What follows belongs to an exercise in optimizing a design on an open flow for small area; a production flow would make more cautious choices. Where RTL was checked, it was by simulation tests only, not by an equivalence proof against the original. Power is estimated from default activity; no workload was simulated.

==> flow/design.v <==
package lane_buf_pkg;
  localparam int DATA_W = 32;
  localparam int APB_AW = 4;
  typedef logic [DATA_W-1:0] lane_data_t;
  localparam logic [3:0] REG_KSIZE  = 4'h0;
  localparam logic [3:0] REG_STATUS = 4'h4;
endpackage
module lane_fifo #(
  parameter int DATA_W = lane_buf_pkg::DATA_W
) (
  input  logic              clk,
  input  logic              reset,
  input  logic              push,
  input  logic              pop,
  input  logic [2:0]        in_sel,
  input  logic [DATA_W-1:0] in_a,
  input  logic [DATA_W-1:0] in_b,
  input  logic [DATA_W-1:0] in_c,
  output logic [DATA_W-1:0] out_data,
  output logic              rdy,
  output logic              vld
);
  logic [DATA_W-1:0] mem_n [4];
  logic [DATA_W-1:0] wr_data_n;
  logic [1:0] wr_ptr;
  logic [1:0] rd_ptr;
  logic [1:0] wr_inc;
  logic [1:0] rd_inc;
  logic       full;
  logic       same;
  logic [3:0] rd_sel;
  logic [3:0] wr_sel;
  assign rdy = ~full;
  assign wr_inc = {wr_ptr[1] ^ wr_ptr[0], ~wr_ptr[0]};
  assign rd_inc = {rd_ptr[1] ^ rd_ptr[0], ~rd_ptr[0]};
  assign same = (wr_ptr == rd_ptr);
  assign vld  = ~same | full;
  assign wr_data_n = ~(({DATA_W{in_sel[0]}} & in_a) |
                       ({DATA_W{in_sel[1]}} & in_b) |
                       ({DATA_W{in_sel[2]}} & in_c));
  assign wr_sel = {wr_ptr[1] & wr_ptr[0], wr_ptr[1] & ~wr_ptr[0],
                   ~wr_ptr[1] & wr_ptr[0], ~wr_ptr[1] & ~wr_ptr[0]};
  assign rd_sel = {rd_ptr[1] & rd_ptr[0], rd_ptr[1] & ~rd_ptr[0],
                   ~rd_ptr[1] & rd_ptr[0], ~rd_ptr[1] & ~rd_ptr[0]};
  assign out_data = ~(({DATA_W{rd_sel[0]}} & mem_n[0]) |
                      ({DATA_W{rd_sel[1]}} & mem_n[1]) |
                      ({DATA_W{rd_sel[2]}} & mem_n[2]) |
                      ({DATA_W{rd_sel[3]}} & mem_n[3]));
  always_ff @(posedge clk) begin
    for (int i = 0; i < 4; i++) begin
      if (push & wr_sel[i]) begin
        mem_n[i] <= wr_data_n;
      end
    end
  end
  always_ff @(posedge clk) begin
    if (reset) begin
      wr_ptr <= '0;
      rd_ptr <= '0;
      full   <= 1'b0;
    end else begin
      if (push) begin
        wr_ptr <= wr_inc;
      end
      if (pop) begin
        rd_ptr <= rd_inc;
      end
      full   <= ~pop & (full | (push & (wr_inc == rd_ptr)));
    end
  end
endmodule
module lane_router (
  input  logic             m_k5,
  input  logic             m_ch,
  input  logic [7:0]       in_vld,
  output logic [7:0]       in_rdy,
  output logic [7:0]       out_vld,
  input  logic [7:0]       out_rdy,
  output logic [7:0]       lane_push,
  output logic [7:0]       lane_pop,
  output logic [7:0][2:0]  lane_in_sel,
  input  logic [7:0]       lane_rdy,
  input  logic [7:0]       lane_vld,
  output logic [7:0]       lane_empty
);
  logic       m_k3;
  logic [7:0] lane_in_vld;
  logic [7:0] lane_out_rdy;
  assign m_k3 = ~m_k5 & ~m_ch;
  always_comb begin
    for (int j = 0; j < 8; j++) begin
      lane_in_sel[j] = {m_ch, m_k5, m_k3};
    end
    for (int j = 0; j < 4; j++) begin
      lane_in_vld[j]  = (m_k3 & in_vld[j]) | (m_k5 & lane_vld[j+4]) | (m_ch & lane_vld[j+1]);
      lane_out_rdy[j] = (j == 0) ? out_rdy[0] : (m_ch ? lane_rdy[j-1] : out_rdy[j]);
      if (j == 3) lane_in_vld[j+4] = (m_k3 & in_vld[7]) | (m_k5 & in_vld[3]) | (m_ch & in_vld[0]);
      else        lane_in_vld[j+4] = (m_k3 & in_vld[j+4]) | (m_k5 & in_vld[j]) | (m_ch & lane_vld[j+5]);
      lane_out_rdy[j+4] = m_k3 ? out_rdy[j+4] : (m_k5 ? lane_rdy[j] : lane_rdy[j+3]);
      out_vld[j]   = lane_vld[j] & ((j == 0) | ~m_ch);
      out_vld[j+4] = lane_vld[j+4] & m_k3;
      if (j == 0) in_rdy[j] = m_k3 ? lane_rdy[0] : (m_k5 ? lane_rdy[4] : lane_rdy[7]);
      else        in_rdy[j] = m_k3 ? lane_rdy[j] : (m_k5 & lane_rdy[j+4]);
      in_rdy[j+4] = m_k3 & lane_rdy[j+4];
    end
    lane_empty = ~lane_vld;
    lane_push  = lane_in_vld & lane_rdy;
    lane_pop   = lane_vld & lane_out_rdy;
  end
endmodule
module kernel_cfg_apb #(
  parameter int NUM_LANES = 8
) (
  input  logic                            clk,
  input  logic                            reset,
  input  logic                            psel,
  input  logic                            penable,
  input  logic                            pwrite,
  input  logic [lane_buf_pkg::APB_AW-1:0] paddr,
  input  logic [31:0]                     pwdata,
  output logic [31:0]                     prdata,
  output logic                            pready,
  output logic                            pslverr,
  input  logic [NUM_LANES-1:0]            lane_empty,
  output logic                            m_k5,
  output logic                            m_ch
);
  logic access;
  logic addr_ok;
  logic all_empty;
  logic ksize_wr;
  logic is_k3;
  logic is_k5;
  assign pready = 1'b1;
  assign access    = psel & penable;
  assign all_empty = &lane_empty;
  assign addr_ok   = (paddr == lane_buf_pkg::REG_KSIZE) ||
                     (paddr == lane_buf_pkg::REG_STATUS);
  assign ksize_wr  = access & pwrite & (paddr == lane_buf_pkg::REG_KSIZE);
  assign pslverr = access & (!addr_ok | (ksize_wr & !all_empty));
  assign is_k3 = (pwdata[3:0] == 4'd3);
  assign is_k5 = (pwdata[3:0] == 4'd5);
  always_ff @(posedge clk) begin
    if (reset) begin
      m_k5 <= 1'b0;
      m_ch <= 1'b0;
    end else if (ksize_wr && all_empty) begin
      m_k5 <= is_k5;
      m_ch <= ~is_k3 & ~is_k5;
    end
  end
  always_comb begin
    case (paddr)
      lane_buf_pkg::REG_KSIZE:  prdata = {28'd0, 1'b0, m_k5 | m_ch, ~m_k5, 1'b1};
      lane_buf_pkg::REG_STATUS: prdata = 32'(lane_empty);
      default:                  prdata = '0;
    endcase
  end
endmodule
module output_lane_bank (
  input  logic                            clk,
  input  logic                            reset,
  input  logic [7:0]                      in_vld,
  output logic [7:0]                      in_rdy,
  input  logic [7:0][31:0]                in_data,
  output logic [7:0]                      out_vld,
  input  logic [7:0]                      out_rdy,
  output logic [7:0][31:0]                out_data,
  input  logic                            psel,
  input  logic                            penable,
  input  logic                            pwrite,
  input  logic [lane_buf_pkg::APB_AW-1:0] paddr,
  input  logic [31:0]                     pwdata,
  output logic [31:0]                     prdata,
  output logic                            pready,
  output logic                            pslverr
);
  logic             m_k5;
  logic             m_ch;
  logic [7:0]       lane_empty;
  logic [7:0]       lane_push;
  logic [7:0]       lane_pop;
  logic [7:0][2:0]  lane_in_sel;
  logic [7:0][31:0] src_b;
  logic [7:0][31:0] src_c;
  logic [7:0]       lane_rdy;
  logic [7:0]       lane_vld;
  logic [7:0][31:0] lane_out_data;
  kernel_cfg_apb #(
    .NUM_LANES (8)
  ) u_cfg (
    .clk        (clk),
    .reset      (reset),
    .psel       (psel),
    .penable    (penable),
    .pwrite     (pwrite),
    .paddr      (paddr),
    .pwdata     (pwdata),
    .prdata     (prdata),
    .pready     (pready),
    .pslverr    (pslverr),
    .lane_empty (lane_empty),
    .m_k5       (m_k5),
    .m_ch       (m_ch)
  );
  lane_router u_router (
    .m_k5          (m_k5),
    .m_ch          (m_ch),
    .in_vld        (in_vld),
    .in_rdy        (in_rdy),
    .out_vld       (out_vld),
    .out_rdy       (out_rdy),
    .lane_push     (lane_push),
    .lane_pop      (lane_pop),
    .lane_in_sel   (lane_in_sel),
    .lane_rdy      (lane_rdy),
    .lane_vld      (lane_vld),
    .lane_empty    (lane_empty)
  );
  always_comb begin
    for (int j = 0; j < 4; j++) begin
      src_b[j]   = lane_out_data[j+4];
      src_c[j]   = lane_out_data[j+1];
      src_b[j+4] = in_data[j];
      src_c[j+4] = (j == 3) ? in_data[0] : lane_out_data[j+5];
    end
  end
  assign out_data = lane_out_data;
  for (genvar i = 0; i < 8; i++) begin : g_lane
    lane_fifo #(
      .DATA_W (32)
    ) u_fifo (
      .clk      (clk),
      .reset    (reset),
      .push     (lane_push[i]),
      .pop      (lane_pop[i]),
      .in_sel   (lane_in_sel[i]),
      .in_a     (in_data[i]),
      .in_b     (src_b[i]),
      .in_c     (src_c[i]),
      .out_data (lane_out_data[i]),
      .rdy      (lane_rdy[i]),
      .vld      (lane_vld[i])
    );
  end
endmodule
module lane_bank_top (
  input  logic         clk,
  input  logic         reset,
  input  logic [7:0]   in_vld,
  output logic [7:0]   in_rdy,
  input  logic [255:0] in_data,
  output logic [7:0]   out_vld,
  input  logic [7:0]   out_rdy,
  output logic [255:0] out_data,
  input  logic         psel,
  input  logic         penable,
  input  logic         pwrite,
  input  logic [3:0]   paddr,
  input  logic [31:0]  pwdata,
  output logic [31:0]  prdata,
  output logic         pready,
  output logic         pslverr
);
  output_lane_bank u_bank (
    .clk      (clk),
    .reset    (reset),
    .in_vld   (in_vld),
    .in_rdy   (in_rdy),
    .in_data  (in_data),
    .out_vld  (out_vld),
    .out_rdy  (out_rdy),
    .out_data (out_data),
    .psel     (psel),
    .penable  (penable),
    .pwrite   (pwrite),
    .paddr    (paddr),
    .pwdata   (pwdata),
    .prdata   (prdata),
    .pready   (pready),
    .pslverr  (pslverr)
  );
endmodule
export LEC_CHECK = 0
export CAP_MARGIN = 20
export CORE_MARGIN = 2
export CORE_UTILIZATION = 40
export SLEW_MARGIN = 20
create_clock -name core_clock -period 5.0 [get_ports {clk}]
standard.sh (not shown) runs the stock make flow with config.mk's settings and CLKGATE_MAP_FILE= SYNTH_SCRIPT=/design/flow/synth_recipe.tcl, a recipe that flattens the netlist after the stock synthesis.
==> flow/flow/run.sh <==
#!/bin/bash
# Standard layout with smaller port buffers and a leaner clock tree.
set -euo pipefail
export BUFFER_PORTS_ARGS="-buffer_cell sky130_fd_sc_hd__buf_1"
export CTS_ARGS="-sink_clustering_enable -repair_clock_nets -dont_use_dummy_load -buf_list sky130_fd_sc_hd__clkbuf_8 -sink_clustering_size 16 -sink_clustering_max_diameter 50"
bash standard.sh > standard_make.log 2>&1
Edit:
--- a/flow/design.v
+++ b/flow/design.v
@@ -20,31 +20,28 @@
   output logic              rdy,
   output logic              vld
 );
   logic [DATA_W-1:0] mem_n [4];
   logic [DATA_W-1:0] wr_data_n;
   logic [1:0] wr_ptr;
-  logic [1:0] rd_ptr;
   logic [1:0] wr_inc;
-  logic [1:0] rd_inc;
+  logic [3:0] wr_sel;
+  logic [3:0] wr_sel_inc;
+  logic [3:0] rd_sel;
   logic       full;
   logic       same;
-  logic [3:0] rd_sel;
-  logic [3:0] wr_sel;
+  assign wr_inc = {wr_ptr[0], ~wr_ptr[1]};
+  assign wr_sel = {wr_ptr[1] & ~wr_ptr[0], wr_ptr[1] & wr_ptr[0],
+                   ~wr_ptr[1] & wr_ptr[0], ~wr_ptr[1] & ~wr_ptr[0]};
+  assign wr_sel_inc = {wr_sel[2:0], wr_sel[3]};
   assign rdy = ~full;
-  assign wr_inc = {wr_ptr[1] ^ wr_ptr[0], ~wr_ptr[0]};
-  assign rd_inc = {rd_ptr[1] ^ rd_ptr[0], ~rd_ptr[0]};
-  assign same = (wr_ptr == rd_ptr);
+  assign same = |(wr_sel & rd_sel);
   assign vld  = ~same | full;
   assign wr_data_n = ~(({DATA_W{in_sel[0]}} & in_a) |
                        ({DATA_W{in_sel[1]}} & in_b) |
                        ({DATA_W{in_sel[2]}} & in_c));
-  assign wr_sel = {wr_ptr[1] & wr_ptr[0], wr_ptr[1] & ~wr_ptr[0],
-                   ~wr_ptr[1] & wr_ptr[0], ~wr_ptr[1] & ~wr_ptr[0]};
-  assign rd_sel = {rd_ptr[1] & rd_ptr[0], rd_ptr[1] & ~rd_ptr[0],
-                   ~rd_ptr[1] & rd_ptr[0], ~rd_ptr[1] & ~rd_ptr[0]};
   assign out_data = ~(({DATA_W{rd_sel[0]}} & mem_n[0]) |
                       ({DATA_W{rd_sel[1]}} & mem_n[1]) |
                       ({DATA_W{rd_sel[2]}} & mem_n[2]) |
                       ({DATA_W{rd_sel[3]}} & mem_n[3]));
   always_ff @(posedge clk) begin
     for (int i = 0; i < 4; i++) begin
@@ -53,26 +50,27 @@
       end
     end
   end
   always_ff @(posedge clk) begin
     if (reset) begin
       wr_ptr <= '0;
-      rd_ptr <= '0;
+      rd_sel <= 4'b0001;
       full   <= 1'b0;
     end else begin
       if (push) begin
         wr_ptr <= wr_inc;
       end
       if (pop) begin
-        rd_ptr <= rd_inc;
+        rd_sel <= {rd_sel[2:0], rd_sel[3]};
       end
-      full   <= ~pop & (full | (push & (wr_inc == rd_ptr)));
+      full   <= ~pop & (full | (push & (|(wr_sel_inc & rd_sel))));
     end
   end
 endmodule
 module lane_router (
+  input  logic             m_k3,
   input  logic             m_k5,
   input  logic             m_ch,
   input  logic [7:0]       in_vld,
   output logic [7:0]       in_rdy,
   output logic [7:0]       out_vld,
   input  logic [7:0]       out_rdy,
@@ -80,16 +78,14 @@
   output logic [7:0]       lane_pop,
   output logic [7:0][2:0]  lane_in_sel,
   input  logic [7:0]       lane_rdy,
   input  logic [7:0]       lane_vld,
   output logic [7:0]       lane_empty
 );
-  logic       m_k3;
   logic [7:0] lane_in_vld;
   logic [7:0] lane_out_rdy;
-  assign m_k3 = ~m_k5 & ~m_ch;
   always_comb begin
     for (int j = 0; j < 8; j++) begin
       lane_in_sel[j] = {m_ch, m_k5, m_k3};
     end
     for (int j = 0; j < 4; j++) begin
       lane_in_vld[j]  = (m_k3 & in_vld[j]) | (m_k5 & lane_vld[j+4]) | (m_ch & lane_vld[j+1]);
@@ -119,12 +115,13 @@
   input  logic [lane_buf_pkg::APB_AW-1:0] paddr,
   input  logic [31:0]                     pwdata,
   output logic [31:0]                     prdata,
   output logic                            pready,
   output logic                            pslverr,
   input  logic [NUM_LANES-1:0]            lane_empty,
+  output logic                            m_k3,
   output logic                            m_k5,
   output logic                            m_ch
 );
   logic access;
   logic addr_ok;
   logic all_empty;
@@ -139,22 +136,24 @@
   assign ksize_wr  = access & pwrite & (paddr == lane_buf_pkg::REG_KSIZE);
   assign pslverr = access & (!addr_ok | (ksize_wr & !all_empty));
   assign is_k3 = (pwdata[3:0] == 4'd3);
   assign is_k5 = (pwdata[3:0] == 4'd5);
   always_ff @(posedge clk) begin
     if (reset) begin
+      m_k3 <= 1'b1;
       m_k5 <= 1'b0;
       m_ch <= 1'b0;
     end else if (ksize_wr && all_empty) begin
+      m_k3 <= is_k3;
       m_k5 <= is_k5;
       m_ch <= ~is_k3 & ~is_k5;
     end
   end
   always_comb begin
     case (paddr)
-      lane_buf_pkg::REG_KSIZE:  prdata = {28'd0, 1'b0, m_k5 | m_ch, ~m_k5, 1'b1};
+      lane_buf_pkg::REG_KSIZE:  prdata = {28'd0, 1'b0, ~m_k3, ~m_k5, 1'b1};
       lane_buf_pkg::REG_STATUS: prdata = 32'(lane_empty);
       default:                  prdata = '0;
     endcase
   end
 endmodule
 module output_lane_bank (
@@ -172,12 +171,13 @@
   input  logic [lane_buf_pkg::APB_AW-1:0] paddr,
   input  logic [31:0]                     pwdata,
   output logic [31:0]                     prdata,
   output logic                            pready,
   output logic                            pslverr
 );
+  logic             m_k3;
   logic             m_k5;
   logic             m_ch;
   logic [7:0]       lane_empty;
   logic [7:0]       lane_push;
   logic [7:0]       lane_pop;
   logic [7:0][2:0]  lane_in_sel;
@@ -197,16 +197,18 @@
     .paddr      (paddr),
     .pwdata     (pwdata),
     .prdata     (prdata),
     .pready     (pready),
     .pslverr    (pslverr),
     .lane_empty (lane_empty),
+    .m_k3       (m_k3),
     .m_k5       (m_k5),
     .m_ch       (m_ch)
   );
   lane_router u_router (
+    .m_k3          (m_k3),
     .m_k5          (m_k5),
     .m_ch          (m_ch),
     .in_vld        (in_vld),
     .in_rdy        (in_rdy),
     .out_vld       (out_vld),
     .out_rdy       (out_rdy),
=> Wire length increases by 2.2%. Global-route usage goes up by 0.95 points. Clock skew decreases by 0.014 ns. Final area goes down by 0.92%. Total power is lower by 22%. Sequential power is lower by about 5%. Worst setup slack gains 0.28 ns. Synthesized area fell by 1.8%. Cell count shrinks by 4.8%. Utilization rises by 0.35 points.
The RTL of the first run of this note was laid out without a check of its function.

[afterwards: timing with drivers on the ports]
The flow's constraints put no driver on any port. The routed layouts listed below were extracted and timed again, unchanged, in two steps. Step 1 (the two cells are an assumption about what drives the block):
set clk [get_ports {clk}]
set_driving_cell -lib_cell sky130_fd_sc_hd__clkbuf_16 $clk
set_driving_cell -lib_cell sky130_fd_sc_hd__buf_2 [delete_from_list [all_inputs] $clk]
Step 2 adds t to the input delays and takes it off the output delays; t is the mean of the earliest and latest rising clock arrival at the registers after step 1. Input paths then give back, and output paths get back, about the clock's delay inside the block. Three values: no drivers, after step 1, after step 2; two values: the first two.
run | shift t [ns] | setup slack, ns | worst setup path after step 2 | pins driven straight from the clock port
the first run | 0.779 | 0.529 / 0.461 / 1.240 | register to output | 1
the second run | 0.802 | 0.805 / 0.739 / 1.541 | register to output | 1
After both steps every run listed still meets setup and hold.
